From an optimization exercise on the open Yosys and OpenROAD flow, aimed at small area and a short achievable clock period; shortcuts taken in it are not production practice. Function was checked by simulation only, so behaviour that the tests miss may differ from the original. Power is estimated from default activity; no workload was simulated.

### flow/design.v
package wavp_pkg;
    localparam logic [2:0] ST_PARSING    = 3'd0;
    localparam logic [2:0] ST_OK         = 3'd1;
    localparam logic [2:0] ST_NOT_WAVE   = 3'd2;
    localparam logic [2:0] ST_MISSING    = 3'd3;
    localparam logic [2:0] ST_BAD_FORMAT = 3'd4;
    localparam logic [2:0] ST_TRUNCATED  = 3'd5;
    localparam int OUT_BITS = 8 + 3 + 32;
    localparam int OUT_TDATA_W = ((OUT_BITS + 7) / 8) * 8;
endpackage
module wav_riff_header_parser (
    input  logic                             aclk,
    input  logic                             aresetn,
    input  logic                             s_axis_tvalid,
    output logic                             s_axis_tready,
    input  logic [7:0]                       s_axis_tdata,    
    input  logic                             s_axis_tlast,    
    output logic                             m_axis_tvalid,
    input  logic                             m_axis_tready,
    output logic [wavp_pkg::OUT_TDATA_W-1:0] m_axis_tdata,
    output logic                             m_axis_tuser     
);
    localparam logic [2:0] P_HDR  = 3'd0;
    localparam logic [2:0] P_CHDR = 3'd1;
    localparam logic [2:0] P_FMT  = 3'd2;
    localparam logic [2:0] P_DATA = 3'd3;
    localparam logic [2:0] P_SKIP = 3'd4;
    localparam logic [2:0] P_PAD  = 3'd5;
    localparam logic [2:0] P_DONE = 3'd6;
    localparam logic [2:0] P_ERR  = 3'd7;
    logic [2:0]  ph, ph_n;
    logic [5:0]  pos, pos_n, pos_inc;
    logic [31:0] cnt, cnt_n, borrow;
    logic        f1, f1_n;
    logic        f2, f2_n;
    logic        fgood, fgood_n;   
    logic        sfmt, sfmt_n;
    logic        sdata, sdata_n;
    logic        m_valid_reg;
    logic        m_user_reg;
    logic [7:0]  m_byte_reg;
    logic [2:0]  m_stat_reg;
    logic [31:0] m_dlen_reg;
    logic        accept;
    logic        hdr_done;
    logic        chunk_end;
    logic        dload;
    logic        audio;
    logic [31:0] L;
    logic [7:0]  b;
    logic        m_hdr, m_tf, m_td, m_fmt;
    logic [2:0]  verdict;
    logic        v_notwave, v_trunc, v_fin;
    logic        hdr_last, lzero, cnt_one, pos_39;
    assign hdr_last = pos[3] && pos[1:0] == 2'd3;        
    assign lzero    = (L == 32'd0);
    assign cnt_one  = (cnt == 32'd1);
    assign pos_39   = pos[5] && (pos[4] || pos[3] || pos[2:0] == 3'd7);
    assign s_axis_tready = !m_valid_reg || m_axis_tready;
    assign accept        = s_axis_tvalid && s_axis_tready;
    assign b             = s_axis_tdata;
    assign pos_inc       = pos + 6'd1;
    always_comb begin
        borrow[0] = 1'b1;
        for (int i = 1; i < 32; i++) begin
            borrow[i] = borrow[i-1] && !cnt[i-1];
        end
    end
    assign L             = {b, cnt[31:8]};
    always_comb begin
        case ({pos[3], pos[1:0]})
            3'd0:       m_hdr = (b == 8'h52);   
            3'd1:       m_hdr = (b == 8'h49);   
            3'd2, 3'd3: m_hdr = (b == 8'h46);   
            3'd4:       m_hdr = (b == 8'h57);   
            3'd5:       m_hdr = (b == 8'h41);   
            3'd6:       m_hdr = (b == 8'h56);   
            default:    m_hdr = (b == 8'h45);   
        endcase
        case (pos[1:0])
            2'd0:    begin m_tf = (b == 8'h66); m_td = (b == 8'h64); end
            2'd1:    begin m_tf = (b == 8'h6D); m_td = (b == 8'h61); end
            2'd2:    begin m_tf = (b == 8'h74); m_td = (b == 8'h74); end
            default: begin m_tf = (b == 8'h20); m_td = (b == 8'h61); end
        endcase
        case (pos[3:0])
            4'd0:    m_fmt = (b == 8'h01);
            4'd2:    m_fmt = (b == 8'h02);
            4'd4:    m_fmt = (b == 8'h44);
            4'd5:    m_fmt = (b == 8'hAC);
            4'd14:   m_fmt = (b == 8'h10);
            4'd1, 4'd3, 4'd6, 4'd7, 4'd15: m_fmt = (b == 8'h00);
            default: m_fmt = 1'b1;
        endcase
    end
    always_comb begin
        ph_n      = ph;
        pos_n     = pos;
        f1_n      = f1;
        f2_n      = f2;
        fgood_n   = fgood;
        sfmt_n    = sfmt;
        sdata_n   = sdata;
        hdr_done  = 1'b0;
        chunk_end = 1'b0;
        dload     = 1'b0;
        audio     = 1'b0;
        case (ph)
            P_HDR: begin
                f1_n  = (f1 || pos == 6'd0) && (pos[2] || m_hdr);
                pos_n = pos_inc;
                if (hdr_last) begin
                    ph_n  = f1_n ? P_CHDR : P_ERR;
                    pos_n = '0;
                end
            end
            P_CHDR: begin
                if (!pos[2]) begin
                    f1_n = (f1 || pos[1:0] == 2'd0) && m_tf;
                    f2_n = (f2 || pos[1:0] == 2'd0) && m_td;
                end
                pos_n = pos_inc;
                if (pos[2:0] == 3'd7) begin
                    hdr_done = 1'b1;
                end
            end
            P_FMT: begin
                if (f1 && !pos[5] && !pos[4]) begin
                    fgood_n = (fgood || pos[3:0] == 4'd0) && m_fmt;
                end
                if (f1 && pos == 6'd15) begin
                    sfmt_n = 1'b1;
                end
                if (!(pos[5] && (pos[4] || pos[3]))) begin
                    pos_n = pos_inc;
                end
                if (cnt_one) begin
                    chunk_end = 1'b1;
                end
            end
            P_DATA: begin
                audio = 1'b1;
                if (cnt_one) begin
                    chunk_end = 1'b1;
                end
            end
            P_SKIP: begin
                if (cnt_one) begin
                    chunk_end = 1'b1;
                end
            end
            P_PAD: begin
                ph_n  = P_CHDR;
                pos_n = '0;
            end
            default: ;
        endcase
        if (hdr_done) begin
            pos_n = '0;
            f1_n  = |L[31:4];
            f2_n  = L[0];
            if (f1) begin
                ph_n = P_FMT;
            end else if (f2 && !sdata) begin
                sdata_n = 1'b1;
                dload   = 1'b1;
                ph_n    = P_DATA;
            end else begin
                ph_n = P_SKIP;
            end
            if (lzero) begin
                chunk_end = 1'b1;
            end
        end
        if (chunk_end) begin
            if (sfmt_n && sdata_n) begin
                ph_n = P_DONE;
            end else if (f2_n) begin
                ph_n = P_PAD;
            end else begin
                ph_n = P_CHDR;
            end
            pos_n = '0;
        end
        v_notwave = (ph == P_ERR) || (ph == P_HDR && hdr_last && !f1_n);
        v_trunc   = (ph == P_HDR && !hdr_last) ||
                    (ph == P_CHDR && pos[2:0] == 3'd7 && !lzero && (f1 || (f2 && !sdata))) ||
                    (ph == P_FMT && !(cnt_one || (f1 && pos_39))) ||
                    (ph == P_DATA && !cnt_one);
        v_fin     = (ph == P_DONE) ||
                    (ph == P_CHDR && pos[2:0] == 3'd7 && lzero && !f1 && f2 && !sdata && sfmt) ||
                    (ph == P_FMT && sdata && sfmt_n) ||
                    (ph == P_DATA && sfmt);
        if (v_notwave) begin
            verdict = wavp_pkg::ST_NOT_WAVE;
        end else if (v_trunc) begin
            verdict = wavp_pkg::ST_TRUNCATED;
        end else if (v_fin) begin
            verdict = fgood_n ? wavp_pkg::ST_OK : wavp_pkg::ST_BAD_FORMAT;
        end else begin
            verdict = wavp_pkg::ST_MISSING;
        end
    end
    logic take, keep, take_st, keep_st;
    assign take    = accept;
    assign keep    = !accept;
    assign take_st = accept && aresetn && !s_axis_tlast;   
    assign keep_st = aresetn && !accept;
    assign cnt_n = (accept && ph == P_CHDR) ? L : (cnt ^ ({32{accept}} & borrow));
    always_ff @(posedge aclk) begin
        ph    <= ({3{take_st}} & ph_n)  | ({3{keep_st}} & ph);
        pos   <= ({6{take_st}} & pos_n) | ({6{keep_st}} & pos);
        sfmt  <= (take_st & sfmt_n)     | (keep_st & sfmt);
        sdata <= (take_st & sdata_n)    | (keep_st & sdata);
    end
    always_ff @(posedge aclk) begin
        cnt   <= cnt_n;
        f1    <= (take & f1_n)    | (keep & f1);
        f2    <= (take & f2_n)    | (keep & f2);
        fgood <= (take & fgood_n) | (keep & fgood);
    end
    always_ff @(posedge aclk) begin
        if (!aresetn) begin
            m_valid_reg <= 1'b0;
        end else if (accept) begin
            m_valid_reg <= 1'b1;
        end else if (m_axis_tready) begin
            m_valid_reg <= 1'b0;
        end
    end
    logic take_audio, take_last, take_dlen, keep_dlen;
    assign take_audio = accept && audio;
    assign take_last  = accept && s_axis_tlast;
    assign take_dlen  = accept && dload;
    assign keep_dlen  = !accept || sdata;
    always_ff @(posedge aclk) begin
        m_user_reg <= take_audio | (keep & m_user_reg);
        m_byte_reg <= ({8{take_audio}} & b) | ({8{keep}} & m_byte_reg);
        m_stat_reg <= ({3{take_last}} & verdict) | ({3{keep}} & m_stat_reg);
        m_dlen_reg <= ({32{take_dlen}} & L) | ({32{keep_dlen}} & m_dlen_reg);
    end
    assign m_axis_tvalid = m_valid_reg;
    assign m_axis_tdata  = {{(wavp_pkg::OUT_TDATA_W - wavp_pkg::OUT_BITS){1'b0}},
                            m_dlen_reg, m_stat_reg, m_byte_reg};
    assign m_axis_tuser  = m_user_reg;
endmodule
### flow/flow/run.sh
#!/bin/bash
set -euo pipefail
bash standard.sh BUFFER_PORTS_ARGS="-buffer_cell sky130_fd_sc_hd__buf_1" finish > standard_flow.log 2>&1
### flow/standard.sh
#!/bin/bash
# synth_recipe.tcl (not shown) runs the flow's synth.tcl, then flattens the netlist and writes it again
# the make line also repeats each setting of config.mk as NAME=value (left out here)
make -C /OpenROAD-flow-scripts/flow DESIGN_CONFIG=/design/flow/config.mk WORK_HOME=/design/flow/orfs CLKGATE_MAP_FILE= SYNTH_SCRIPT=/design/flow/synth_recipe.tcl "${@:-finish}"
### flow/config.mk
export PLATFORM = sky130hd
export DESIGN_NAME = wav_riff_header_parser
export DESIGN_NICKNAME = wav_riff_header_parser
export VERILOG_FILES = /design/flow/design.v
export SDC_FILE = /design/flow/constraint.sdc
export NUM_CORES = 4
export LEC_CHECK = 0
export CAP_MARGIN = 20
export CORE_MARGIN = 2
export CORE_UTILIZATION = 40
export CTS_BUF_LIST = sky130_fd_sc_hd__clkbuf_8
export SETUP_SLACK_MARGIN = 3.3
export SLEW_MARGIN = 20
### flow/constraint.sdc
create_clock -name core_clock -period 6.5 [get_ports {aclk}]
set_input_delay 1.3000 -clock core_clock [delete_from_list [all_inputs] [get_ports {aclk}]]
set_output_delay 1.3000 -clock core_clock [all_outputs]
set_load 0.01 [all_outputs]
==> impl_results.md, run 1 <==
- Number of global-route vias before repair: 3989
- Final core occ: between 40 and 50%
- Synth warnings: 1
- Die W: between 100 and 150 µm
- Clock root cell: clkbuf_8
- Wire length per cell: 17.3 µm
- Max-capacitance violation count: 0
- Seq/Total Area, Yosys: 39.1%
- Worst min-delay path category: register to register
- 1st-pass router iterations: 4
- Top cell type's share of synthesized area: between 30% and 40%
- N_diodes: 0
- Top_reg_cell synth: dfxtp_1
- Leakage power: 1.90 nW
- Synth area leader: dfxtp_1
- Clock sink total: 91
- CP startpoint: m_axis_tready
- CP max stage delay: 0.28 ns
- Worst slew pin tran: 1.05 ns
- Reg-to-Reg End: m_stat_reg[0]
- CTS buffer count: 9
- Critical Path RT: 5.20 ns
- Arrival time at the worst endpoint: 1.84 ns
- Switch Pwr: 441 µW
- Core area: 0.0115 mm²
- Boundary Pins: 64
- Slew Limit Fails: 0
- Port bufs: 58
- Worst setup path end: s_axis_tready
- Worst-path clk slew: around 0.09 ns
- Reg power frac: between 50 and 60%
- Largest net degree at the start of global routing: 65
- Layout area overhead: 9.99%
- Setup TNS: 0 ns
- Clock Latency Late Sink: 0.38 ns
- Top cell by count, worst path: buf_1
- Final Hold Vio Count: 0
- Initial antenna violation count: 0
- CP max stage cell: nand2b_1
- Wirelength, routed: 12600 µm
- Slew HR: between 20 and 30%
- Number of buffers and inverters on the critical path: 2
- DRT antenna net count: 0
- Crit path depth: 3
- Die H: 113 µm
- Gr ovfl total: 0
- Setup violators final: 0
- Status: finished clean
- Number of vias per cell: 5.85
- H-tree Lvls: 3
- Clock power share: 30.9%
- Worst setup SP type: input pin
- CTS max path bufs: 2
- Crit path kind: input pin to output port
- Worst r2r src: pos[1]
- P per Cell Area: 265 mW/mm²
- Die area: about 0.013 mm²
- Site Rows: 39
- Crit-path max FO: 8
- Yosys reg bits: 91
- Layout Nets: 602
- Clk_skew: approximately 0.012 ns
- CTS tree: built
- Combinational share of power: 17.4%
- Number of remaining DRC errors: 0
- GP Congestion: 0.969
- Final period utilization: 48.2%
- Global-route wire length before repair: 20800 µm
- CP endpoint kind: output port
- Postcts setup bufs: 0
- DP HPWL: slightly below 9000 µm
- Netlist cell types: 79
- Critical-path cell list: buf_1 -> nand2b_1 -> buf_1
- Avg Inst Size Synth: 8.65 µm²
- Cell area after synthesis: around 0.0048 mm²
- Most common cell after layout, fill and taps aside: dfxtp_1
- Int Pwr: 948 µW
- Sw Share: 31.7%
- DR iter-0 viols: 328
- RSZ-0062 raised after global routing: no
- Fraction of layout cells with a size suffix above 1: 7.99%
- Setup slack, reg-to-reg: 3.55 ns
- Number of flops mapped to enable cells by yosys: 4
- Tot GR Track Use: 20.2%
- FFs w/ async S/R, synth: 0%
- Delay-heaviest family, CP: simple AND/OR/NAND/NOR gates
- Initial core utilization: approximately two fifths
- Cells on worst reg2reg path: 8
- Vias post-DR: 4273
- Maximum vdd ir drop: 0.000132 V
- Top cells by area, synth: dfxtp_1, a22o_1, nor2_1
- Highest-count cells in the layout ignoring fill and taps: dfxtp_1, nor2_1, buf_1, a22o_1, a21oi_1
- Cells after Synth: 550
- Fmax achieved: 0.319 GHz
- Min Tclk post-route: between 3 and 4 ns
## worst min path at each step
| stage | slack, ns | endpoint | cells past startpoint | start |
|---|---|---|---|---|
| finish | 0.46 | m_stat_reg[0] | 2 | m_stat_reg[0] |
| global route | 0.49 | m_stat_reg[0] | 2 | m_stat_reg[0] |
| CTS | 0.47 | m_stat_reg[0] | 2 | m_stat_reg[0] |
| detailed placement | 0.45 | m_stat_reg[0] | 2 | m_stat_reg[0] |
| global placement | 0.46 | m_dlen_reg[6] | 1 | m_dlen_reg[6] |
| floorplan | 0.47 | m_dlen_reg[15] | 1 | cnt[23] |
## final cells by class
cell class,instances,area [µm²]
clock inverter,7,91.3
tap,143,179
fill,1154,6280
timing repair buffer,60,233
multi-input combinational,405,2690
clock buffer,9,124
inverter,16,60.1
sequential,91,1860
## cells by family (layout without fill, tap and decap cells)
kind of cell | count (synthesis) | after routing | synth area share [%]
other cells | 1 | 5 | 0.0788
compound gates | 173 | 173 | 26.3
xor+xnor | 23 | 23 | 4.23
simple gates | 197 | 197 | 23.1
flops | 91 | 91 | 39.1
fa+ha+maj | 6 | 6 | 1.58
mux | 1 | 1 | 0.237
buf+inv | 58 | 92 | 5.26
## layer usage
metal  part of all wire [%]  GRT usage, %  vias to the layer above  routed length [µm]
met4                    2.0          8.21                        0                 250
met1                     47          28.0                     2028                5920
met5                      0             0                        -                   0
met3                    4.8          2.52                       19                 601
met2                     46          32.1                      136                5870
li1                       -             -                     2090                   -
## power by group through the flow
stage | clock network, mW | logic, mW | registers (mW)
after floorplan | 0 | 0.197 | 0.705
after global placement | 0 | 0.235 | 0.731
after detailed placement | 0 | 0.239 | 0.731
after CTS | 0.439 | 0.241 | 0.719
after global routing | 0.463 | 0.267 | 0.732
final | 0.429 | 0.242 | 0.718
## through the flow
step	area, µm²	hold slack, ns	setup slack, ns	cells	power [mW]
global placement	5000	0.462	2.81	715	0.966
finish	5230	0.464	3.36	731	1.39
floorplan	4770	0.466	3.60	554	0.902
global route	5230	0.489	3.29	731	1.46
detailed placement	5000	0.449	2.69	715	0.970
CTS	5220	0.471	3.39	731	1.40
## synthesized netlist by cell type (all sizes together), types with 3 or more instances
cell type	n
clkbuf	26
a211oi	6
edfxtp	4
o31ai	5
nor2b	6
o2111ai	5
nand3b	5
a22o	43
and3	5
dfxtp	87
xor2	9
nand4	7
o21ai	23
a2111oi	3
or2	3
nand3	11
a31oi	13
nand2	33
nor3b	7
nand2b	9
buf	16
nor2	61
o22ai	3
inv	16
and2	3
a21oi	39
ha	6
o21a	6
o211ai	4
nor3	16
nor4	15
xnor2	14
or3	6
## what timing repair did
| action | 4_1_cts | 5_1_grt |
|---|---|---|
| endpoints found under the setup margin | 64 | 7 |
| gates resized for setup | 2 | 2 |
| hold buffers | 0 | 0 |
## worst min-delay path, cell delays in order, from the launching register on
cell	delay (ns)
dfxtp_1	0.33
nand2_1	0.05
o31ai_1	0.05
==> run 2: changes to the inputs <==
--- a/flow/config.mk
+++ b/flow/config.mk
@@ -11,3 +11,3 @@
 export CTS_BUF_LIST = sky130_fd_sc_hd__clkbuf_8
-export SETUP_SLACK_MARGIN = 3.3
+export SETUP_SLACK_MARGIN = 3.7
 export SLEW_MARGIN = 20
==> impl_results.md, run 2 <==
- Status: finished clean
- Met1 capacity usage during global routing: between 20% and 30%
- Hold WS: approximately 0.47 ns
- Final Hold Vio Count: 0
- Seq/Total Area, Yosys: around two fifths
- N_diodes: 0
- Worst slew pin tran: 0.819 ns
- Most common cell after layout, fill and taps aside: dfxtp_1
- Worst setup SP type: input pin
- Synth warnings: 1
- Yosys reg bits: 91
- Site Rows: 39
- P per Cell Area: 260 mW/mm²
- Initial antenna violation count: 0
- 1st-pass router iterations: 5
- DR iter-0 viols: 300
- Die W: 113 µm
- Maximum vdd ir drop: between 0.0001 and 0.00015 V
- Tot GR Track Use: about 20%
- CP endpoint kind: output port
- Wirelength, routed: approximately 13000 µm
- Die H: 113 µm
- Crit-path max FO: 2
- Placed instance area: 0.00502 mm²
- Place WS: 2.77 ns
- Top cells by area, synth: dfxtp_1, a22o_1, nor2_1
- Die area: 0.0128 mm²
- CTS tree: built
- Max-capacitance violation count: 0
- Global-route wire length before repair: 21100 µm
- Slew HR: 45.3%
- Clock sink total: 91
- Vias post-DR: 4325
- Grt peak-use layer: met2
- Overall Power: 1.42 mW
- Initial core utilization: 41.3%
- GRT met3 Usage: 2.84%
- Fmax achieved: between 0.3 and 0.4 GHz
- Post-route cell area: 0.00544 mm²
- CTS buffer count: 9
- H-tree Lvls: 3
- Highest-count cells in the layout ignoring fill and taps: dfxtp_1, nor2_1, buf_1, a22o_1, a21oi_1
- Core area: 0.0115 mm²
- Number of vias per cell: 5.85
- Worst setup path end: s_axis_tready
- Worst min-delay path category: register to register
- Final period utilization: between 40% and 50%
- Number of flops mapped to enable cells by yosys: 4
- Gr ovfl total: 0
- Most numerous cell in the Yosys netlist: dfxtp_1
- Top cell type's share of synthesized area: 36.6%
- Clock Latency Late Sink: 0.39 ns
- Met2 GRT Util: between 30% and 40%
- Final std cells w/o fill: 739
- Leakage power: 1.97 nW
- Synth top cells by count: dfxtp_1, nor2_1, a22o_1, a21oi_1, nand2_1
- Number of global-route vias before repair: 4092
- Post-cts hold buffer count: 0
- Top_reg_cell synth: dfxtp_1
- Worst-path clk slew: 0.09 ns
- GP Congestion: 0.952
- Layout Nets: 610
- Clock root cell: clkbuf_8
- Cell area after synthesis: between 0.004 and 0.005 mm²
- Crit path kind: input pin to output port
- Port bufs: 58
- Cells on worst reg2reg path: 6
- Wire length per cell: 17.7 µm
- Final core occ: 47.3%
- CP startpoint: m_axis_tready
- Slew Limit Fails: 0
- FFs w/ async S/R, synth: 0%
- DP HPWL: 8700 µm
- Boundary Pins: 64
- Setup TNS: 0 ns
- Worst r2r src: ph[0]
- RSZ-0062 raised after global routing: yes
- Synth area leader: dfxtp_1
- DRT antenna net count: 0
- Clk_skew: 0.0151 ns
- Placed cell count: ~720
- Netlist cell types: 79
- Setup violators final: 0
- Post-route worst setup slack: 3.58 ns
- Min Tclk post-route: approximately 2.9 ns
- CTS max path bufs: 2
- Reg-to-Reg End: ph[2]
- Avg Inst Size Synth: a little under 9 µm²
- Setup slack, reg-to-reg: 3.86 ns
- Fraction of layout cells with a size suffix above 1: 13.6%
- Cells after Synth: 550
- Layout area overhead: 14.4%
- Number of remaining DRC errors: 0
- Arrival time at the worst endpoint: 1.62 ns
- Largest net degree at the start of global routing: 65
- Critical Path RT: 5.20 ns
## run 2: cell types whose count changed in the layout (fill, tap and decap cells not counted), sizes merged
cell and change:
clkbuf +5, buf +3, inv -3, clkinvlp +2, clkinv +1
## run 2: kinds of logic (layout without fill, tap and decap cells)
kind of cell,after synthesis,in the layout,synth area share (%)
AOI/OAI and AO/OA,173,173,26.3
xor gates and xnor gates,23,23,4.23
DFF,91,91,39.1
muxes,1,1,0.237
and+or+nand+nor,197,197,23.1
adders and majority gates,6,6,1.58
buffers and inverters,58,100,5.26
other,1,5,0.0788
## run 2: final cells by class
class | instances | area, µm²
tap | 143 | 179
timing repair buffer | 68 | 317
clock buffer | 9 | 124
inverter | 16 | 63.8
sequential | 91 | 1870
multi-input combinational | 405 | 2790
fill | 1140 | 6070
clock inverter | 7 | 101
## run 2: critical path, cell delays in order
cell and delay (ns):
buf_1 0.07, nand2b_4 0.13, buf_6 0.11
## run 2: timing repair
item / 4_1_cts / 5_1_grt
buffers inserted: 4 / 4
gates resized for setup: 14 / 22
pin swaps: 1 / 8
endpoints found under the setup margin: 80 / 76
hold endpoints to repair: 0 / 0
## run 2: power by group
| group | total (mW) | internal [mW] | leakage [nW] | switching, mW |
|---|---|---|---|---|
| clock | 0.443 | 0.220 | 0.111 | 0.223 |
| sequential | 0.718 | 0.625 | 0.750 | 0.0937 |
| combinational | 0.256 | 0.112 | 1.11 | 0.144 |
| total | 1.42 | 0.956 | 1.97 | 0.460 |
## run 2: layer usage
| metal | vias to the layer above | part of all wire [%] | wire (µm) |
|---|---|---|---|
| met4 | 0 | 2.2 | 284 |
| met5 | - | 0 | 0 |
| met1 | 2077 | 46 | 6050 |
| met2 | 120 | 47 | 6220 |
| li1 | 2105 | - | - |
| met3 | 23 | 4.2 | 548 |
## run 2: worst min-delay path by stage
stage                    from        endpoint  slack [ns]  cells past startpoint
2_1_floorplan         cnt[23]  m_dlen_reg[15]        0.47                      1
3_3_place_gp   m_dlen_reg[13]  m_dlen_reg[13]        0.46                      1
3_5_place_dp    m_stat_reg[0]   m_stat_reg[0]        0.46                      2
4_1_cts         m_stat_reg[0]   m_stat_reg[0]        0.47                      2
5_1_grt        m_dlen_reg[27]  m_dlen_reg[27]        0.51                      1
6_report        m_stat_reg[0]   m_stat_reg[0]        0.47                      2
==> run 3: changes to the inputs <==
--- a/flow/config.mk
+++ b/flow/config.mk
@@ -11,3 +11,3 @@
 export CTS_BUF_LIST = sky130_fd_sc_hd__clkbuf_8
-export SETUP_SLACK_MARGIN = 3.7
+export SETUP_SLACK_MARGIN = 3.5
 export SLEW_MARGIN = 20
==> impl_results.md, run 3 <==
- CTS buffer count: 9
- Post-cts hold buffer count: 0
- Top_reg_cell synth: dfxtp_1
- Hold Crit Start: m_stat_reg[0]
- Worst hold path endpoint: m_stat_reg[0]
- Initial antenna violation count: 0
- Reg power frac: 51.6%
- Cells on worst reg2reg path: 8
- Boundary Pins: 64
- Worst r2r src: pos[1]
- Cells after Synth: 550
- Clock sink total: 91
- Final Hold Vio Count: 0
- Worst slew pin tran: 1.07 ns
- DP HPWL: 8670 µm
- FFs w/ async S/R, synth: 0%
- Setup slack, reg-to-reg: between 3 and 4 ns
- Max-capacitance violation count: 0
- CTS tree: built
- RSZ-0062 raised after global routing: no
- Largest net degree at the start of global routing: 65
- Port bufs: 58
- DR iter-0 viols: 352
- Fmax achieved: 0.337 GHz
- Tot GR Track Use: 20.2%
- Synth top cells by count: dfxtp_1, nor2_1, a22o_1, a21oi_1, nand2_1
- Critical Path RT: around 5.2 ns
- Combinational share of power: 17.5%
- Maximum vdd ir drop: 0.000132 V
- Site Rows: 39
- Synth warnings: 1
- Die H: 113 µm
- H-tree Lvls: 3
- Top cells by area, synth: dfxtp_1, a22o_1, nor2_1
- Status: finished clean
- CP startpoint: m_axis_tready
- Number of vias per cell: ~5.8
- Sw Share: 31.9%
- Most common cell after layout, fill and taps aside: dfxtp_1
- Top cell type's share of synthesized area: 36.6%
- Min Tclk post-route: a little under 3 ns
- Crit-path max FO: 5
- Clock power share: 30.9%
- Arrival time at the worst endpoint: 1.67 ns
- Yosys reg bits: 91
- Delay-heaviest family, CP: buffers and inverters
- Layout fillers: 1152
- Crit path kind: input pin to output port
- Netlist cell types: 79
- N_diodes: 0
- Leakage power: 1.92 nW
- GP Congestion: 0.969
- Clock Latency Late Sink: 0.38 ns
- Most numerous cell in the Yosys netlist: dfxtp_1
- Overall Power: between 1 and 1.5 mW
- Vias post-DR: 4278
- Synth area leader: dfxtp_1
- Core area: 0.0115 mm²
- Highest-count cells in the layout ignoring fill and taps: dfxtp_1, nor2_1, buf_1, a22o_1, a21oi_1
- Worst setup SP type: input pin
- Slew HR: 28.3%
- Clock root cell: clkbuf_8
- CTS max path bufs: 2
- Final period utilization: 45.7%
- Die area: 0.0128 mm²
- CP endpoint kind: output port
- Setup TNS: 0 ns
- CP max stage delay: ~0.16 ns
- 1st-pass router iterations: 5
- Avg Inst Size Synth: 8.65 µm²
- Critical-path cell list: buf_1 -> nand2b_4 -> buf_2
- Number of remaining DRC errors: 0
- Wirelength, routed: 12700 µm
- Global-route wire length before repair: 20800 µm
- Reg-to-Reg End: ph[2]
- Worst min-delay path category: register to register
- Setup violators final: 0
- Number of global-route vias before repair: 3994
- Layout Nets: around 600
- Switch Pwr: ~440 µW
- Slew Limit Fails: 0
- Seq/Total Area, Yosys: 39.1%
- Number of flops mapped to enable cells by yosys: 4
- P per Cell Area: ~260 mW/mm²
- Initial core utilization: 41.3%
- Cell area after synthesis: ~0.0048 mm²
- Wire length per cell: ~17 µm
- Die W: 113 µm
- Clk_skew: 0.0109 ns
- Fraction of layout cells with a size suffix above 1: about a tenth
- Number of buffers and inverters on the critical path: 2
- Hold Path Stages: 2
- Worst-path clk slew: 0.09 ns
- Layout area overhead: 10.9%
- Gr ovfl total: 0
- DRT antenna net count: 0
- Int Pwr: 949 µW
- CP max stage cell: nand2b_4
## run 3: area by class of cell
type	count	area, µm²	area share (%)
timing repair buffer	62	251	4.77
tap	143	179	3.39
multi-input combinational	405	2710	51.3
inverter	16	63.8	1.21
clock inverter	7	91.3	1.73
sequential	91	1860	35.3
clock buffer	9	124	2.35
## run 3: what timing repair did
action                     in CTS  in global routing
buffers inserted                0                  2
gates cloned                    0                  0
setup endpoints to repair      66                 39
gates resized for setup         6                  7
pin swaps                       0                  1
## run 3: worst min-delay path, cell delays in order, from the launching register on
cell and delay [ns]:
dfxtp_1 0.33, nand2_1 0.05, o31ai_1 0.05
## run 3: routing by layer
metal	up-vias	wire length (µm)	track usage, %
li1	2098	-	-
met1	2035	5910	28.0
met2	129	5960	32.1
met3	16	576	2.52
met4	0	229	8.21
met5	-	0	0
## run 3: through the flow
stage	instance area (µm²)	utilization, %	instances	setup WS (ns)	hold slack [ns]
after floorplan	4770	-	554	3.60	0.466
after global placement	5000	43.4	715	2.81	0.462
after detailed placement	5000	43.4	715	2.69	0.449
after CTS	5240	45.5	731	3.52	0.471
after global routing	5280	45.8	733	3.51	0.489
final	5280	45.8	733	3.53	0.464
## run 3: power groups by stage
| stage | combinational [mW] | clock, mW | sequential (mW) |
|---|---|---|---|
| 3_5_place_dp | 0.239 | 0 | 0.731 |
| 3_3_place_gp | 0.235 | 0 | 0.731 |
| 4_1_cts | 0.242 | 0.439 | 0.719 |
| 2_1_floorplan | 0.197 | 0 | 0.705 |
| 5_1_grt | 0.269 | 0.463 | 0.732 |
| 6_report | 0.244 | 0.431 | 0.718 |
## run 3: cells by family after synthesis
kind of cell | synth area share [%]
xor gates and xnor gates | 4.23
muxes | 0.237
AOI/OAI and AO/OA | 26.3
other | 0.0788
buffers and inverters | 5.26
adders and majority gates | 1.58
DFF | 39.1
and+or+nand+nor | 23.1
## run 3: worst max path at each step
stage                     to  slack [ns]  cells past startpoint
2_1_floorplan  m_stat_reg[2]        3.60                      7
3_3_place_gp         cnt[13]        2.81                      7
3_5_place_dp         cnt[15]        2.69                      7
4_1_cts        s_axis_tready        3.52                      3
5_1_grt                ph[2]        3.51                      7
6_report       s_axis_tready        3.53                      3
==> run 4: changes to the inputs <==
--- a/flow/config.mk
+++ b/flow/config.mk
@@ -11,3 +11,4 @@
 export CTS_BUF_LIST = sky130_fd_sc_hd__clkbuf_8
-export SETUP_SLACK_MARGIN = 3.5
+export SETUP_SLACK_MARGIN = 3.65
 export SLEW_MARGIN = 20
+export TNS_END_PERCENT = 5
==> impl_results.md, run 4 <==
- Status: finished clean
- Clock root cell: clkbuf_8
- Site Rows: 39
- Worst setup path end: s_axis_tready
- Number of vias per cell: 5.87
- N_diodes: 0
- CTS max path bufs: 2
- Wire length per cell: 17.3 µm
- Synth top cells by count: dfxtp_1, nor2_1, a22o_1, a21oi_1, nand2_1
- Leakage power: about 1.9 nW
- Tot GR Track Use: 19.9%
- DR iter-0 viols: 269
- Die W: 113 µm
- DRT antenna net count: 0
- Fraction of layout cells with a size suffix above 1: between 10% and 20%
- Clock Latency Late Sink: approximately 0.38 ns
- Vias post-DR: 4306
- Synth warnings: 1
- Critical Path RT: around 5.2 ns
- Maximum vdd ir drop: approximately 0.00013 V
- Largest net degree at the start of global routing: 65
- Post-cts hold buffer count: 0
- Global-route wire length before repair: around 21000 µm
- Top cells by area, synth: dfxtp_1, a22o_1, nor2_1
- Cell area after synthesis: between 0.004 and 0.005 mm²
- Worst min-delay path category: register to register
- Initial core utilization: between 40 and 50%
- Yosys reg bits: between 90 and 100
- Hold Crit Start: m_stat_reg[0]
- Min Tclk post-route: 2.93 ns
- Worst-path clk slew: 0.08 ns
- DP HPWL: 8560 µm
- FFs w/ async S/R, synth: 0%
- H-tree Lvls: 3
- CTS buffer count: 9
- P per Cell Area: 248 mW/mm²
- Post-route worst setup slack: about 3.6 ns
- Number of remaining DRC errors: 0
- Most common cell after layout, fill and taps aside: dfxtp_1
- Most numerous cell in the Yosys netlist: dfxtp_1
- Worst setup SP type: input pin
- Layout Nets: 605
- Cells after Synth: 550
- Top_reg_cell synth: dfxtp_1
- Place WS: 2.67 ns
- Slew HR: 26.0%
- Cells on worst reg2reg path: 7
- Max-capacitance violation count: 0
- Worst r2r src: pos[2]
- Core area: 0.0115 mm²
- Boundary Pins: 64
- Layout area overhead: 11.0%
- Die H: 113 µm
- CTS tree: built
- Crit path kind: input pin to output port
- Netlist cell types: between 70 and 80
- Top cell type's share of synthesized area: 36.6%
- Wl on met1: 5960 µm
- Placed instance area: 0.00500 mm²
- Highest-count cells in the layout ignoring fill and taps: dfxtp_1, nor2_1, buf_1, a22o_1, a21oi_1
- Clock sink total: 91
- GP Congestion: 0.899
- Met2 routed WL: 5900 µm
- CP startpoint: m_axis_tready
- Gr ovfl total: 0
- Final Hold Vio Count: 0
- Setup TNS: 0 ns
- Initial antenna violation count: 0
- Number of flops mapped to enable cells by yosys: 4
- Number of global-route vias before repair: 3966
- Hold WS: 0.472 ns
- Clk_skew: 0.0103 ns
- Met3 wire length: 552 µm
- Worst slew pin tran: 1.10 ns
- Fmax achieved: 0.341 GHz
- 1st-pass router iterations: 16
- Avg Inst Size Synth: 8.65 µm²
- Post-route cell area: 0.00528 mm²
- Slew Limit Fails: 0
- RSZ-0062 raised after global routing: yes
- Crit-path max FO: 3
- Synth area leader: dfxtp_1
- Seq/Total Area, Yosys: 39.1%
- Wirelength, routed: 12700 µm
- Die area: approximately 0.013 mm²
- Reg-to-Reg End: ph[2]
- CP endpoint kind: output port
- Port bufs: 58
- Arrival time at the worst endpoint: approximately 1.6 ns
- Highest metal used: met4
- Setup violators final: 0
- Setup slack, reg-to-reg: 3.72 ns
- Final period utilization: 45.1%
run 4: what timing repair did:
item / CTS / global route
resized for setup: 9 / 13
pin swaps: 0 / 1
buffers inserted: 1 / 2
setup endpoints to repair: 79 / 57
run 4: metal layers:
metal,global-route usage [%],vias up
li1,-,2087
met1,27.9,2081
met2,30.3,119
met3,2.62,19
met4,9.84,0
met5,0,-
run 4: power by group:
group / switching (mW) / internal [mW]
Combinational: 0.141 / 0.109
Sequential: 0.0932 / 0.625
Clock: 0.206 / 0.134
run 4: layout make-up:
| type | count | area, µm² |
|---|---|---|
| Clock inverter | 6 | 35.0 |
| Inverter | 16 | 63.8 |
| Clock buffer | 9 | 124 |
| Fill cell | 1156 | 6230 |
| Timing Repair Buffer | 63 | 265 |
| Multi-Input combinational cell | 405 | 2750 |
| Tap cell | 143 | 179 |
| Sequential cell | 91 | 1860 |
run 4: stage by stage:
| stage | cells | total power [mW] | util, % |
|---|---|---|---|
| 5_1_grt | 733 | 1.37 | 45.9 |
| 2_1_floorplan | 554 | 0.902 | - |
| 3_3_place_gp | 715 | 0.966 | 43.4 |
| 3_5_place_dp | 715 | 0.971 | 43.4 |
| 4_1_cts | 731 | 1.31 | 45.2 |
| 6_report | 733 | 1.31 | 45.9 |
run 4: critical path: stages:
cell and delay (ns):
buf_1 0.07, nand2b_4 0.14, buf_6 0.12
run 4: cells by family after synthesis:
logic type	Yosys count	synth area share [%]
xor+xnor	23	4.23
mux	1	0.237
compound gates	173	26.3
simple gates	197	23.1
fa+ha+maj	6	1.58
flops	91	39.1
other cells	1	0.0788
buf+inv	58	5.26
run 4: how the worst min path moves through the flow:
stage	to	cells past startpoint	slack [ns]
floorplan	m_dlen_reg[15]	1	0.47
global placement	m_stat_reg[0]	2	0.46
detailed placement	m_stat_reg[0]	2	0.46
CTS	m_stat_reg[0]	2	0.48
global route	m_dlen_reg[5]	1	0.50
finish	m_stat_reg[0]	2	0.47
==> run 5: changes to the inputs <==
--- a/flow/config.mk
+++ b/flow/config.mk
@@ -7,2 +7,3 @@
 export LEC_CHECK = 0
+export ABC_AREA = 1
 export CAP_MARGIN = 20
@@ -11,4 +12,4 @@
 export CTS_BUF_LIST = sky130_fd_sc_hd__clkbuf_8
-export SETUP_SLACK_MARGIN = 3.65
+export SETUP_SLACK_MARGIN = 3.75
 export SLEW_MARGIN = 20
-export TNS_END_PERCENT = 5
+export TNS_END_PERCENT = 2
==> impl_results.md, run 5 <==
- Status: finished clean
- H-tree Lvls: 3
- 1st-pass router iterations: 5
- Die area: 0.0126 mm²
- Seq/Total Area, Yosys: 39.6%
- Maximum vdd ir drop: 0.000147 V
- Min Tclk post-route: 2.97 ns
- FFs w/ async S/R, synth: 0%
- DR iter-0 viols: ~230
- Combinational share of power: 16.0%
- Clock root cell: clkbuf_8
- Initial core utilization: 41.2%
- Arrival time at the worst endpoint: 1.67 ns
- Clock Latency Late Sink: between 0.3 and 0.4 ns
- Sw Share: 30.6%
- CP endpoint kind: output port
- Final Hold Vio Count: 0
- Largest net degree at the start of global routing: 51
- Die W: ~110 µm
- N_diodes: 0
- Number of global-route vias before repair: 4369
- Top cells by area, synth: dfxtp_1, nand2_1, o21ai_0
- Clk_skew: 0.0155 ns
- Number of flops mapped to enable cells by yosys: 4
- CTS max path bufs: 2
- Worst min-delay path category: register to register
- Highest-count cells in the layout ignoring fill and taps: nand2_1, o21ai_0, dfxtp_1, inv_1, nor2_1
- Crit-path max FO: 4
- Multi-input logic area: 0.00244 mm²
- Number of remaining DRC errors: 0
- Slew Limit Fails: 0
- Synth warnings: 1
- Most common cell after layout, fill and taps aside: nand2_1
- Wirelength, routed: approximately 13000 µm
- DRT antenna net count: 0
- Avg Inst Size Synth: between 6 and 7 µm²
- Overall Power: 1.33 mW
- Setup violators final: 0
- Final period utilization: 45.7%
- Setup TNS: 0 ns
- Gr ovfl total: 0
- Port bufs: 58
- Site Rows: 39
- Most numerous cell in the Yosys netlist: nand2_1
- Wire length per cell: 14.4 µm
- Layout fillers: 1188
- Reg power frac: 51.1%
- Synth area leader: dfxtp_1
- Int Pwr: just over 900 µW
- Slew HR: 49.2%
- Crit path kind: input pin to output port
- Leakage power: 2.39 nW
- Clock sink total: 91
- Max-capacitance violation count: 0
- Die H: 112 µm
- Core area: about 0.011 mm²
- Vias post-DR: 4650
- GP Congestion: 0.889
- Boundary Pins: 64
- Worst setup SP type: input pin
- Netlist cell types: 44
- Worst slew pin tran: 0.761 ns
- Global-route wire length before repair: 20700 µm
- Fraction of layout cells with a size suffix above 1: ~8.3%
- Worst-path clk slew: 0.08 ns
- Layout Nets: 757
- Synth top cells by count: nand2_1, o21ai_0, dfxtp_1, inv_1, nor2_1
- Initial antenna violation count: 0
- RSZ-0062 raised after global routing: yes
- CTS tree: built
- Top cell type's share of synthesized area: 37.1%
- Number of vias per cell: approximately 5.2
- Tot GR Track Use: between 10% and 20%
- Top_reg_cell synth: dfxtp_1
- Critical Path RT: 5.20 ns
- DP HPWL: a little over 9000 µm
- Cells after Synth: 681
- Sequential Area: approximately 0.0019 mm²
- Cell area after synthesis: 0.00470 mm²
- Fmax achieved: 0.337 GHz
- Layout area overhead: 13.5%
- P per Cell Area: 249 mW/mm²
- Switch Pwr: 407 µW
- Yosys reg bits: slightly above 90
- Clock power share: 32.9%
- CTS buffer count: 9
-- run 5: per-layer routing --
| layer | GRT usage [%] | up-vias | part of all wire [%] |
|---|---|---|---|
| met2 | 33.6 | 96 | 48 |
| met4 | 6.91 | 0 | 1.8 |
| met5 | 0 | - | 0 |
| met3 | 5.13 | 16 | 4.5 |
| li1 | - | 2357 | - |
| met1 | 24.9 | 2181 | 46 |
-- run 5: worst paths after layout --
| check | cells past startpoint | end | slack (ns) | startpoint |
|---|---|---|---|---|
| max | 4 | s_axis_tready | 3.53 | m_axis_tready |
| min reg2reg | 2 | m_stat_reg[1] | 0.46 | m_stat_reg[1] |
| max reg2reg | 18 | ph[2] | 4.04 | pos[0] |
| min | 2 | m_stat_reg[1] | 0.46 | m_stat_reg[1] |
-- run 5: cells by family after synthesis --
kind of cell / count (synthesis) / synth area share, %
xor+xnor: 5 / 0.932
compound gates: 163 / 18.9
simple gates: 301 / 28.9
other cells: 1 / 0.0798
fa+ha+maj: 6 / 1.60
flops: 91 / 39.6
buf+inv: 114 / 9.96
-- run 5: area by class of cell --
cell class / instances / share of cell area [%]
Clock buffer: 10 / 2.58
Timing Repair Buffer: 67 / 5.56
Clock inverter: 6 / 1.62
Multi-Input combinational cell: 482 / 45.8
Sequential cell: 91 / 34.9
Tap cell: 143 / 3.36
Inverter: 87 / 6.15
-- run 5: through the flow --
| stage | setup WS, ns | std cells | hold slack [ns] | cell area (µm²) | util [%] |
|---|---|---|---|---|---|
| floorplan | 3.72 | 685 | 0.447 | 4720 | - |
| global placement | 2.62 | 859 | 0.442 | 4970 | 43.6 |
| detailed placement | 2.54 | 859 | 0.446 | 4970 | 43.6 |
| CTS | 3.55 | 875 | 0.462 | 5230 | 45.8 |
| global route | 3.52 | 886 | 0.480 | 5330 | 46.7 |
| finish | 3.53 | 886 | 0.459 | 5330 | 46.7 |
-- run 5: power groups by stage --
stage	clock [mW]	combinational (mW)	sequential [mW]
after global routing	0.471	0.241	0.687
final	0.437	0.213	0.679
after detailed placement	0	0.201	0.690
after global placement	0	0.195	0.688
after CTS	0.449	0.204	0.679
after floorplan	0	0.159	0.676
-- run 5: critical path, cell delays in order --
cell     delay, ns
buf_1         0.08
inv_2         0.09
nand2_8       0.07
buf_6         0.13
-- run 5: what timing repair did --
| action | in CTS | in global routing |
|---|---|---|
| hold buffers | 0 | 0 |
| pin swaps | 1 | 6 |
| setup buffers | 0 | 9 |
| gates resized for setup | 8 | 5 |
| endpoints found under the setup margin | 81 | 43 |
| cloned | 0 | 2 |
==> run 6: changes to the inputs <==
--- a/flow/config.mk
+++ b/flow/config.mk
@@ -7,3 +7,2 @@
 export LEC_CHECK = 0
-export ABC_AREA = 1
 export CAP_MARGIN = 20
==> impl_results.md, run 6 <==
- Placed cell count: a little over 700
- Crit-path max FO: 2
- P per Cell Area: 247 mW/mm²
- Yosys reg bits: 91
- Layout Nets: a little over 600
- CTS tree: built
- Wirelength, routed: 12600 µm
- Wire length per cell: 17.2 µm
- N_diodes: 0
- Top_reg_cell synth: dfxtp_1
- Maximum vdd ir drop: 0.000129 V
- Sw Share: between 30% and 40%
- Largest net degree at the start of global routing: 65
- Final Hold Vio Count: 0
- Combinational share of power: 19.2%
- Fraction of layout cells with a size suffix above 1: around a tenth
- Top cells by area, synth: dfxtp_1, a22o_1, nor2_1
- Crit path kind: input pin to output port
- Post-route worst setup slack: 3.59 ns
- Clock power share: 25.9%
- RSZ-0062 raised after global routing: yes
- Leakage power: 1.89 nW
- Most common cell after layout, fill and taps aside: dfxtp_1
- Int Pwr: 868 µW
- Number of global-route vias before repair: 4043
- Avg Inst Size Synth: 8.65 µm²
- DRT antenna net count: 0
- Boundary Pins: 64
- Reg power frac: 54.9%
- Setup violators final: 0
- Slew HR: 29.3%
- Number of flops mapped to enable cells by yosys: 4
- Synth warnings: 1
- Clock Latency Late Sink: between 0.3 and 0.4 ns
- Place WS: 2.82 ns
- Cell area after synthesis: 0.00476 mm²
- Initial core utilization: 41.3%
- CTS max path bufs: 2
- Top cell type's share of synthesized area: 36.6%
- Synth area leader: dfxtp_1
- CP endpoint kind: output port
- FFs w/ async S/R, synth: 0%
- Most numerous cell in the Yosys netlist: dfxtp_1
- DP HPWL: 8640 µm
- Layout area overhead: 11.1%
- Worst min-delay path category: register to register
- Clock sink total: 91
- Min Tclk post-route: 2.91 ns
- Tot GR Track Use: between 10% and 20%
- Seq/Total Area, Yosys: 39.1%
- 1st-pass router iterations: 15
- GP Congestion: 0.946
- H-tree Lvls: 3
- Hold WS: about 0.46 ns
- Number of vias per cell: 5.86
- Vias post-DR: roughly 4300
- Slew Limit Fails: 0
- Initial antenna violation count: 0
- Die W: 113 µm
- Critical Path RT: about 5.2 ns
- Port bufs: 58
- Final core occ: 45.9%
- Worst setup SP type: input pin
- Global-route wire length before repair: 20400 µm
- Worst-path clk slew: around 0.080 ns
- Number of remaining DRC errors: 0
- Setup TNS: 0 ns
- Clock root cell: clkbuf_8
- Switch Pwr: 437 µW
- Fmax achieved: 0.343 GHz
- Die H: between 100 and 150 µm
- Netlist cell types: 79
- Highest-count cells in the layout ignoring fill and taps: dfxtp_1, nor2_1, buf_1, a22o_1, a21oi_1
- Final period utilization: 44.8%
- Clk_skew: 0.0123 ns
- CTS buffer count: 9
- Gr ovfl total: 0
- Arrival time at the worst endpoint: 1.61 ns
- Core area: between 0.01 and 0.015 mm²
- DR iter-0 viols: 222
- Site Rows: 39
- Worst slew pin tran: 1.05 ns
- Die area: 0.0128 mm²
- Synth top cells by count: dfxtp_1, nor2_1, a22o_1, a21oi_1, nand2_1
- Max-capacitance violation count: 0
- Cells after Synth: 550
- Final std cells w/o fill: 733
- Status: finished clean
[run 6: critical path, cell delays in order]
cell      delay [ns]
buf_1           0.07
nand2b_4        0.13
buf_6           0.11
[run 6: metal layers]
metal / wire length [µm] / global-route usage (%) / vias to the layer above
met5: 0 / 0 / -
met4: 359 / 9.43 / 0
met3: 480 / 2.20 / 21
met2: 5900 / 31.5 / 103
met1: 5880 / 26.3 / 2080
li1: - / - / 2094
[run 6: per-stage QoR]
step	instance area, µm²	total power [mW]
floorplan	4790	0.903
global placement	5010	0.967
detailed placement	5010	0.972
CTS	5220	1.31
global route	5290	1.37
finish	5290	1.31
[run 6: logic make-up after synthesis]
| logic type | Yosys count | synth area share [%] |
|---|---|---|
| DFF | 91 | 39.1 |
| adders and majority gates | 6 | 1.58 |
| muxes | 1 | 0.237 |
| buffers and inverters | 58 | 5.26 |
| AOI/OAI and AO/OA | 173 | 26.3 |
| other | 1 | 0.0788 |
| and+or+nand+nor | 197 | 23.1 |
| xor gates and xnor gates | 23 | 4.23 |
[run 6: repair_timing]
item | 4_1_cts | 5_1_grt
setup buffers | 3 | 0
resized for setup | 8 | 12
endpoints found under the setup margin | 81 | 86
endpoints found under the hold margin | 0 | 0
gates cloned | 0 | 0
hold buffers | 0 | 0
pin swaps | 0 | 0
[run 6: worst paths after layout]
kind	end	cells after the start	slack (ns)	from
worst max-delay path	s_axis_tready	3	3.59	m_axis_tready
worst min-delay path	m_stat_reg[0]	2	0.46	m_stat_reg[0]
worst max register to register	ph[1]	7	3.78	pos[0]
worst min register to register	m_stat_reg[0]	2	0.46	m_stat_reg[0]
[run 6: area by class of cell]
cell class                 instances  area [µm²]
sequential                        91        1860
multi-input combinational        405        2750
timing repair buffer              63         269
tap                              143         179
inverter                          16        63.8
fill                            1165        6230
clock inverter                     6        35.0
clock buffer                       9         124
[run 6: power groups by stage]
stage | registers [mW] | clock network, mW | logic (mW)
finish | 0.717 | 0.338 | 0.251
global route | 0.729 | 0.364 | 0.277
CTS | 0.717 | 0.342 | 0.247
detailed placement | 0.730 | 0 | 0.242
global placement | 0.730 | 0 | 0.237
floorplan | 0.705 | 0 | 0.198
==> run 7: changes to the inputs <==
--- a/flow/config.mk
+++ b/flow/config.mk
@@ -11,2 +11,3 @@
 export CTS_BUF_LIST = sky130_fd_sc_hd__clkbuf_8
+export GPL_TIMING_DRIVEN = 0
 export SETUP_SLACK_MARGIN = 3.75
==> impl_results.md, run 7 <==
- Status: finished clean
- N_diodes: 0
- Worst slew pin tran: 1.16 ns
- CTS buffer count: 9
- Top cells by area, synth: dfxtp_1, a22o_1, nor2_1
- Wire length per cell: 17.8 µm
- Final period utilization: 46.6%
- Cell area after synthesis: 0.00476 mm²
- Port bufs: 55
- Top_reg_cell synth: dfxtp_1
- Seq/Total Area, Yosys: between 30 and 40%
- Arrival time at the worst endpoint: 1.73 ns
- Maximum vdd ir drop: 0.000246 V
- Clock root cell: clkbuf_8
- Number of remaining DRC errors: 0
- Tot GR Track Use: 21.5%
- Place WS: 2.62 ns
- Vias post-DR: 4505
- Worst min-delay path category: register to register
- 1st-pass router iterations: 16
- H-tree Lvls: 3
- Netlist cell types: 79
- Boundary Pins: between 60 and 70
- CTS max path bufs: 2
- GRT met3 Usage: 3.05%
- Post-route worst setup slack: 3.47 ns
- Leakage power: roughly 2 nW
- Cells after Synth: 550
- Met2 GRT Util: 35.6%
- GP Congestion: slightly above 0.9
- Clock sink total: 91
- Wirelength, routed: 13700 µm
- Largest net degree at the start of global routing: 16
- Synth warnings: 1
- P per Cell Area: 244 mW/mm²
- Fraction of layout cells with a size suffix above 1: 11.5%
- Global-route wire length before repair: 22100 µm
- Post-cts hold buffer count: 0
- FFs w/ async S/R, synth: 0%
- Number of flops mapped to enable cells by yosys: 4
- Initial antenna violation count: 0
- Crit-path max FO: 3
- Site Rows: 39
- Top cell type's share of synthesized area: 36.6%
- Die W: 113 µm
- Setup TNS: 0 ns
- Worst setup SP type: input pin
- Number of global-route vias before repair: 4293
- RSZ-0062 raised after global routing: yes
- Met1 capacity usage during global routing: about 29%
- Post-route cell area: ~0.0054 mm²
- Die area: about 0.013 mm²
- Yosys reg bits: 91
- Clock Latency Late Sink: 0.38 ns
- Setup slack, reg-to-reg: about 3.7 ns
- Layout Nets: 641
- Initial core utilization: 41.3%
- Clk_skew: 0.0116 ns
- Final Hold Vio Count: 0
- CP endpoint kind: output port
- Number of vias per cell: 5.85
- DP HPWL: 9750 µm
- Die H: 113 µm
- Placed instance area: 0.00518 mm²
- DRT antenna net count: 0
- Core area: 0.0115 mm²
- Avg Inst Size Synth: a little under 9 µm²
- Max-capacitance violation count: 0
- Critical Path RT: 5.20 ns
- Grt peak-use layer: met2
- DR iter-0 viols: 330
- Setup violators final: 0
- Final core occ: 47.2%
- Gr ovfl total: 0
- Crit path kind: input pin to output port
- Min Tclk post-route: 3.03 ns
- Most numerous cell in the Yosys netlist: dfxtp_1
- Worst-path clk slew: 0.09 ns
- Fmax achieved: roughly 0.33 GHz
- Synth top cells by count: dfxtp_1, nor2_1, a22o_1, a21oi_1, nand2_1
- Synth area leader: dfxtp_1
- Most common cell after layout, fill and taps aside: dfxtp_1
- Slew HR: 22.0%
- Highest-count cells in the layout ignoring fill and taps: dfxtp_1, nor2_1, buf_1, a22o_1, a21oi_1
- CTS tree: built
- Layout area overhead: 14.2%
- Slew Limit Fails: 0
[run 7: cell counts after synthesis]
Identical to the previous run, type by type.
[run 7: what timing repair did]
action / in CTS / in global routing
setup endpoints to repair: 81 / 85
buffers inserted: 2 / 0
gates resized for setup: 6 / 12
[run 7: critical path, cell delays in order]
cell	delay, ns
buf_1	0.07
nand2b_4	0.13
buf_6	0.12
buf_6	0.11
[run 7: kinds of logic after synthesis]
| logic type | Yosys count | synth area share (%) |
|---|---|---|
| adders and majority gates | 6 | 1.58 |
| buffers and inverters | 58 | 5.26 |
| xor gates and xnor gates | 23 | 4.23 |
| DFF | 91 | 39.1 |
| AOI/OAI and AO/OA | 173 | 26.3 |
| muxes | 1 | 0.237 |
| other | 1 | 0.0788 |
| and+or+nand+nor | 197 | 23.1 |
[run 7: through the flow]
step	instances	hold slack, ns	total power, mW
6_report	770	0.470	1.32
5_1_grt	770	0.494	1.39
4_1_cts	770	0.469	1.33
3_5_place_dp	752	0.449	0.976
3_3_place_gp	752	0.459	0.967
2_1_floorplan	554	0.466	0.903
[run 7: area by class of cell]
| class | instances | area (µm²) |
|---|---|---|
| fillers | 1143 | 6080 |
| multi-input cells | 405 | 2720 |
| flip-flops and latches | 91 | 1860 |
| repair buffers | 57 | 241 |
| plain buffers | 42 | 200 |
| well taps | 143 | 179 |
| clock buffers | 9 | 124 |
| inverters | 16 | 60.1 |
| clock inverters | 7 | 45.0 |
[run 7: routing by layer]
metal,vias up,wire length [µm]
met3,14,617
met2,126,6600
met5,-,0
li1,2174,-
met4,0,195
met1,2191,6290
[run 7: worst paths after layout]
| kind | from | end | cells after the start |
|---|---|---|---|
| max | m_axis_tready | s_axis_tready | 4 |
| min | m_stat_reg[0] | m_stat_reg[0] | 2 |
| max reg2reg | pos[0] | register | 9 |
| min reg2reg | m_stat_reg[0] | m_stat_reg[0] | 2 |
[run 7: power by group]
group / switching, mW / internal, mW
Sequential: 0.0931 / 0.625
Clock: 0.215 / 0.139
Combinational: 0.141 / 0.113
==> run 8: changes to the inputs <==
==> flow/flow/run.sh (replaced) <==
#!/bin/bash
set -euo pipefail
bash standard.sh BUFFER_PORTS_ARGS="-buffer_cell sky130_fd_sc_hd__buf_1" RECOVER_POWER=100 finish > standard_flow.log 2>&1
--- a/flow/config.mk
+++ b/flow/config.mk
@@ -11,5 +11,3 @@
 export CTS_BUF_LIST = sky130_fd_sc_hd__clkbuf_8
-export GPL_TIMING_DRIVEN = 0
-export SETUP_SLACK_MARGIN = 3.75
+export SETUP_SLACK_MARGIN = 3.6
 export SLEW_MARGIN = 20
-export TNS_END_PERCENT = 2
==> impl_results.md, run 8 <==
- Status: finished with violations
- SO Viols: capacitance limit, slew limit
- Crit path kind: input pin to register
- Layout area overhead: 10.1%
- Yosys reg bits: ~90
- Number of vias per cell: 5.81
- Tot GR Track Use: 20.3%
- Top_reg_cell synth: dfxtp_1
- Port bufs: 58
- Combinational share of power: 17.4%
- CP endpoint kind: register
- Setup violators final: 0
- Worst setup SP type: input pin
- Sw Share: 31.7%
- Avg Inst Size Synth: 8.65 µm²
- GP Congestion: 0.969
- DR iter-0 viols: 365
- Switch Pwr: 441 µW
- Gr ovfl total: 0
- Setup TNS: 0 ns
- Synth top cells by count: dfxtp_1, nor2_1, a22o_1, a21oi_1, nand2_1
- Initial core utilization: 41.3%
- CTS tree: built
- Core area: 0.0115 mm²
- Worst hold path endpoint: m_stat_reg[0]
- Wirelength, routed: approximately 13000 µm
- Vias post-DR: 4271
- Wire length per cell: 17.3 µm
- Cells after Synth: 550
- Arrival time at the worst endpoint: 4.42 ns
- DRT antenna net count: 0
- Reg power frac: between 50% and 60%
- Crit-path max FO: between 60 and 70
- Hold Path Stages: 2
- Slew Limit Fails: 99
- Number of remaining DRC errors: 0
- Slew HR: -24.0%
- Clock root cell: clkbuf_8
- Layout Nets: 606
- P per Cell Area: 265 mW/mm²
- Site Rows: 39
- Max-capacitance violation count: 2
- Fraction of layout cells with a size suffix above 1: under 10%
- CTS buffer count: 9
- DP HPWL: 8670 µm
- RSZ-0062 raised after global routing: yes
- Leakage power: 1.89 nW
- Seq/Total Area, Yosys: 39.1%
- Hold Crit Start: m_stat_reg[0]
- Initial antenna violation count: 0
- FFs w/ async S/R, synth: 0%
- Die area: 0.0128 mm²
- Number of flops mapped to enable cells by yosys: 4
- Die W: 113 µm
- Highest-count cells in the layout ignoring fill and taps: dfxtp_1, nor2_1, buf_1, a22o_1, a21oi_1
- Final period utilization: 64.1%
- Cells on worst reg2reg path: 7
- N_diodes: 0
- Synth area leader: dfxtp_1
- Global-route wire length before repair: 20900 µm
- CP startpoint: m_axis_tready
- Top cell type's share of synthesized area: 36.6%
- Largest net degree at the start of global routing: 65
- Setup slack, reg-to-reg: 3.06 ns
- Most common cell after layout, fill and taps aside: dfxtp_1
- Die H: 113 µm
- H-tree Lvls: 3
- Worst slew pin tran: 1.85 ns
- Worst min-delay path category: register to register
- Post-route worst setup slack: around 2.3 ns
- Reg-to-Reg End: cnt[15]
- Overall Power: roughly 1.4 mW
- CTS max path bufs: 2
- Netlist cell types: 79
- Final Hold Vio Count: 0
- 1st-pass router iterations: 5
- Clock Latency Late Sink: about 0.38 ns
- Critical Path RT: 6.75 ns
- Synth warnings: 1
- Cell area after synthesis: 0.00476 mm²
- Int Pwr: roughly 950 µW
- Final core occ: 45.5%
- Boundary Pins: 64
- Most numerous cell in the Yosys netlist: dfxtp_1
- Clock power share: 30.9%
- Place WS: roughly 2.7 ns
- Worst r2r src: m_valid_reg
- Clock sink total: 91
- Top cells by area, synth: dfxtp_1, a22o_1, nor2_1
- Fmax achieved: 0.240 GHz
- Post-cts hold buffer count: 0
- Min Tclk post-route: 4.17 ns
- Number of global-route vias before repair: 4009
- Clk_skew: between 0.01 and 0.015 ns
- Worst-path clk slew: 0.09 ns
- Maximum vdd ir drop: around 0.00013 V
run 8: routing by layer:
metal  GRT usage, %  wire [µm]
met5              0          0
met4           8.21        204
met3           2.52        573
met2           32.2       5950
met1           28.1       5980
run 8: worst max-delay path by stage:
stage               endpoint  depth (start not counted)
2_1_floorplan  m_stat_reg[2]                          7
3_3_place_gp         cnt[13]                          7
3_5_place_dp         cnt[15]                          7
4_1_cts        s_axis_tready                          3
5_1_grt              cnt[15]                          8
6_report             cnt[15]                          8
run 8: kinds of logic after synthesis:
group / count (synthesis) / share of synthesized area [%]
flip-flops: 91 / 39.1
other: 1 / 0.0788
AO/OA/AOI/OAI: 173 / 26.3
XOR/XNOR: 23 / 4.23
AND/OR/NAND/NOR: 197 / 23.1
multiplexers: 1 / 0.237
adder cells (fa/ha/maj): 6 / 1.58
buffers and inverters: 58 / 5.26
run 8: timing repair:
action	CTS	global route
resized for setup	10	12
pin swaps	1	1
setup endpoints to repair	79	46
setup buffers	1	3
run 8: layout make-up:
cell class / count / area (µm²)
Fill cell: 1158 / 6270
Multi-Input combinational cell: 405 / 2670
Sequential cell: 91 / 1860
Timing Repair Buffer: 64 / 249
Tap cell: 143 / 179
Clock buffer: 9 / 124
Clock inverter: 7 / 91.3
Inverter: 16 / 61.3
run 8: worst max-delay path, cell delays in order:
cell        delay, ns
buf_1            0.06
nand2b_1         0.17
nand2_1          0.53
clkinvlp_2       0.34
clkbuf_1         0.24
nand2_1          1.36
o21ai_0          0.22
o21ai_0          0.18
run 8: metrics by stage:
step | cell area [µm²] | hold WS (ns) | cells
floorplan | 4770 | 0.466 | 554
global placement | 5000 | 0.462 | 715
detailed placement | 5000 | 0.449 | 715
CTS | 5260 | 0.471 | 732
global route | 5240 | 0.489 | 735
finish | 5240 | 0.468 | 735
run 8: power by group through the flow:
stage | Sequential [mW] | Clock (mW) | Combinational [mW]
after floorplan | 0.705 | 0 | 0.197
after global placement | 0.731 | 0 | 0.235
after detailed placement | 0.731 | 0 | 0.239
after CTS | 0.719 | 0.439 | 0.243
after global routing | 0.732 | 0.463 | 0.268
final | 0.719 | 0.429 | 0.241
==> run 9: changes to the inputs <==
==> flow/flow/run.sh (replaced) <==
#!/bin/bash
set -euo pipefail
bash standard.sh BUFFER_PORTS_ARGS="-buffer_cell sky130_fd_sc_hd__buf_1" \
  CTS_ARGS="-sink_clustering_enable -repair_clock_nets -buf_list sky130_fd_sc_hd__clkbuf_8 -sink_clustering_size 32 -sink_clustering_max_diameter 300 -distance_between_buffers 500" \
  finish > standard_flow.log 2>&1
--- a/flow/config.mk
+++ b/flow/config.mk
@@ -10,3 +10,2 @@
 export CORE_UTILIZATION = 40
-export CTS_BUF_LIST = sky130_fd_sc_hd__clkbuf_8
 export SETUP_SLACK_MARGIN = 3.6
==> impl_results.md, run 9 <==
- Wirelength, routed: 12700 µm
- Global-route wire length before repair: 20900 µm
- CP endpoint kind: output port
- Final core occ: 46.3%
- P per Cell Area: 262 mW/mm²
- Post-cts hold buffer count: 0
- GP Congestion: slightly below 1
- Final period utilization: between 40% and 50%
- Die W: 113 µm
- Main combinational cell family by area after synthesis: compound AO/OA/AOI/OAI gates
- Clk_skew: 0.0122 ns
- Clock sink total: 91
- Arrival time at the worst endpoint: 1.64 ns
- Reg-to-Reg End: m_stat_reg[0]
- Cells after Synth: 550
- CTS tree: built
- Cell area after synthesis: 0.00476 mm²
- Number of flops mapped to enable cells by yosys: 4
- Worst setup SP type: input pin
- Yosys reg bits: 91
- Wire length per cell: 17.3 µm
- Clock power share: between 30% and 40%
- FFs w/ async S/R, synth: 0%
- Number of remaining DRC errors: 0
- DRT antenna net count: 0
- Maximum vdd ir drop: 0.000132 V
- Core area: 0.0115 mm²
- Status: finished clean
- Synth area leader: dfxtp_1
- Reg power frac: about half
- Final Hold Vio Count: 0
- Synth warnings: 1
- Post-synthesis xor/xnor area fraction: around 4.2%
- Initial core utilization: 41.3%
- Leakage power: 1.94 nW
- RSZ-0062 raised after global routing: yes
- Die H: 113 µm
- Worst setup path end: s_axis_tready
- Crit path kind: input pin to output port
- Most common cell after layout, fill and taps aside: dfxtp_1
- Top cells by area, synth: dfxtp_1, a22o_1, nor2_1
- Setup slack, reg-to-reg: 3.74 ns
- H-tree Lvls: 3
- Layout area overhead: 12.0%
- Most numerous cell in the Yosys netlist: dfxtp_1
- Netlist cell types: 79
- 1st-pass router iterations: 5
- DP HPWL: just under 9000 µm
- Worst min-delay path category: register to register
- Cells on worst reg2reg path: 8
- Largest net degree at the start of global routing: 65
- Worst-path clk slew: 0.09 ns
- Avg Inst Size Synth: 8.65 µm²
- Int Pwr: 951 µW
- Synth Area in Compound Gates: 26.3%
- Setup violators final: 0
- Switch Pwr: 446 µW
- Max-capacitance violation count: 0
- Slew HR: 26.8%
- Layout Nets: 606
- CP startpoint: m_axis_tready
- Fmax achieved: between 0.3 and 0.4 GHz
- Wl on met1: between 5000 and 6000 µm
- Port bufs: 58
- Mux contribution to synthesized area: 0.237%
- Highest-count cells in the layout ignoring fill and taps: dfxtp_1, nor2_1, buf_1, a22o_1, a21oi_1
- Top cell type's share of synthesized area: about 37%
- Post-Synth Adder-Cell Area: 1.58%
- Met2 routed WL: ~6000 µm
- Die area: 0.0128 mm²
- Gr ovfl total: 0
- Met3 wire length: around 600 µm
- Combinational share of power: between 10% and 20%
- CTS max path bufs: 2
- Clock root cell: clkbuf_8
- Min Tclk post-route: about 2.9 ns
- Slew Limit Fails: 0
- Boundary Pins: 64
- Number of global-route vias before repair: 4009
- Critical Path RT: between 5 and 6 ns
- Worst r2r src: pos[0]
- N_diodes: 0
- Site Rows: 39
- Synth top cells by count: dfxtp_1, nor2_1, a22o_1, a21oi_1, nand2_1
- Vias post-DR: approximately 4300
- Initial antenna violation count: 0
- Number of vias per cell: about 5.8
- Sw Share: 31.9%
- Setup TNS: 0 ns
- Layout fillers: 1149
- DR iter-0 viols: 331
- Simple-gate share of the synthesized area: 23.1%
- Highest metal used: met4
- Fraction of layout cells with a size suffix above 1: between 10% and 20%
- Tot GR Track Use: 20.3%
- Worst slew pin tran: 1.09 ns
- CTS buffer count: 9
- Clock Latency Late Sink: 0.38 ns
- Crit-path max FO: 3
- Top_reg_cell synth: dfxtp_1
- Seq/Total Area, Yosys: between 30% and 40%
run 9: cells by family after synthesis:
group           after synthesis
compound gates              173
xor+xnor                     23
fa+ha+maj                     6
buf+inv                      58
flops                        91
mux                           1
other cells                   1
simple gates                197
run 9: critical path, stage by stage:
cell and delay [ns]:
buf_1 0.07, nand2b_4 0.15, buf_6 0.12
run 9: repair_timing:
item	in CTS	in global routing
gates resized for setup	10	12
setup endpoints to repair	79	46
hold endpoints to repair	0	0
pin swaps	1	1
buffers inserted	1	3
run 9: metal layers:
metal  vias up  global-route usage [%]
met1      2047                    28.1
met4         0                    8.21
met2       132                    32.2
met5         -                       0
met3        20                    2.52
li1       2099                       -
run 9: worst min-delay path by stage:
stage / startpoint / end / depth (start not counted)
2_1_floorplan: cnt[23] / m_dlen_reg[15] / 1
3_3_place_gp: m_dlen_reg[6] / m_dlen_reg[6] / 1
3_5_place_dp: m_stat_reg[0] / m_stat_reg[0] / 2
4_1_cts: m_stat_reg[0] / m_stat_reg[0] / 2
5_1_grt: m_stat_reg[0] / m_stat_reg[0] / 2
6_report: m_stat_reg[0] / m_stat_reg[0] / 2
run 9: area by class of cell:
cell class | count | area (µm²) | share of cell area [%]
clock buffers | 9 | 124 | 2.32
clock inverters | 7 | 91.3 | 1.71
inverters | 16 | 63.8 | 1.20
multi-input cells | 405 | 2730 | 51.3
flip-flops and latches | 91 | 1860 | 35.0
well taps | 143 | 179 | 3.36
repair buffers | 64 | 277 | 5.19
run 9: through the flow:
stage                     area, µm²  std cells  total power, mW  worst slack (ns)  hold WS (ns)
after global placement         5000        715            0.966              2.81         0.462
after floorplan                4770        554            0.902              3.60         0.466
after detailed placement       5000        715            0.970              2.69         0.449
final                          5330        735             1.40              3.56         0.468
after global routing           5330        735             1.47              3.54         0.489
after CTS                      5260        732             1.40              3.56         0.471
run 9: power by group through the flow:
| stage | logic, mW | registers (mW) | clock network [mW] |
|---|---|---|---|
| 3_3_place_gp | 0.235 | 0.731 | 0 |
| 3_5_place_dp | 0.239 | 0.731 | 0 |
| 2_1_floorplan | 0.197 | 0.705 | 0 |
| 4_1_cts | 0.243 | 0.719 | 0.439 |
| 6_report | 0.247 | 0.719 | 0.431 |
| 5_1_grt | 0.273 | 0.732 | 0.463 |

## what the ideal ports hide
No port has a modelled driver above. Below, the same layouts with a new extraction and two added sets of constraints.
Step 1 sets driving cells, clkbuf_16 on the clock port and buf_2 on the other inputs (assumed; they add their load-dependent delay and slew).
Step 2 times the ports against the registers' clock, not the clock port: input delays grow and output delays shrink by t, the midpoint of the rising clock arrivals with the driver on.
Three values: no drivers, after step 1, after step 2; two values: the first two.
| run | shift t [ns] | setup WS [ns] | worst setup path at the end | worst slew at a driven data input, ns |
|---|---|---|---|---|
| run 1 | 0.408 | 3.364 / 3.338 / 3.057 | input to register | 0.03 |
| run 2 | 0.416 | 3.585 / 3.560 / 3.391 | input to register | 0.03 |
| run 3 | 0.408 | 3.531 / 3.507 / 3.209 | input to register | 0.03 |
| run 4 | 0.406 | 3.567 / 3.543 / 3.245 | input to register | 0.03 |
| run 5 | 0.404 | 3.532 / 3.511 / 3.298 | input to register | 0.03 |
| run 6 | 0.400 | 3.586 / 3.564 / 3.317 | input to register | 0.03 |
| run 7 | 0.410 | 3.474 / 3.449 / 3.166 | input to register | 0.03 |
| run 8 | 0.409 | 2.333 / 2.345 / 1.936 | input to register | 0.03 |
| run 9 | 0.410 | 3.565 / 3.541 / 3.312 | input to register | 0.03 |
For run 8, which loses most, drivers alone change the setup slack by +0.012 ns; drivers and shift together by -0.397 ns.
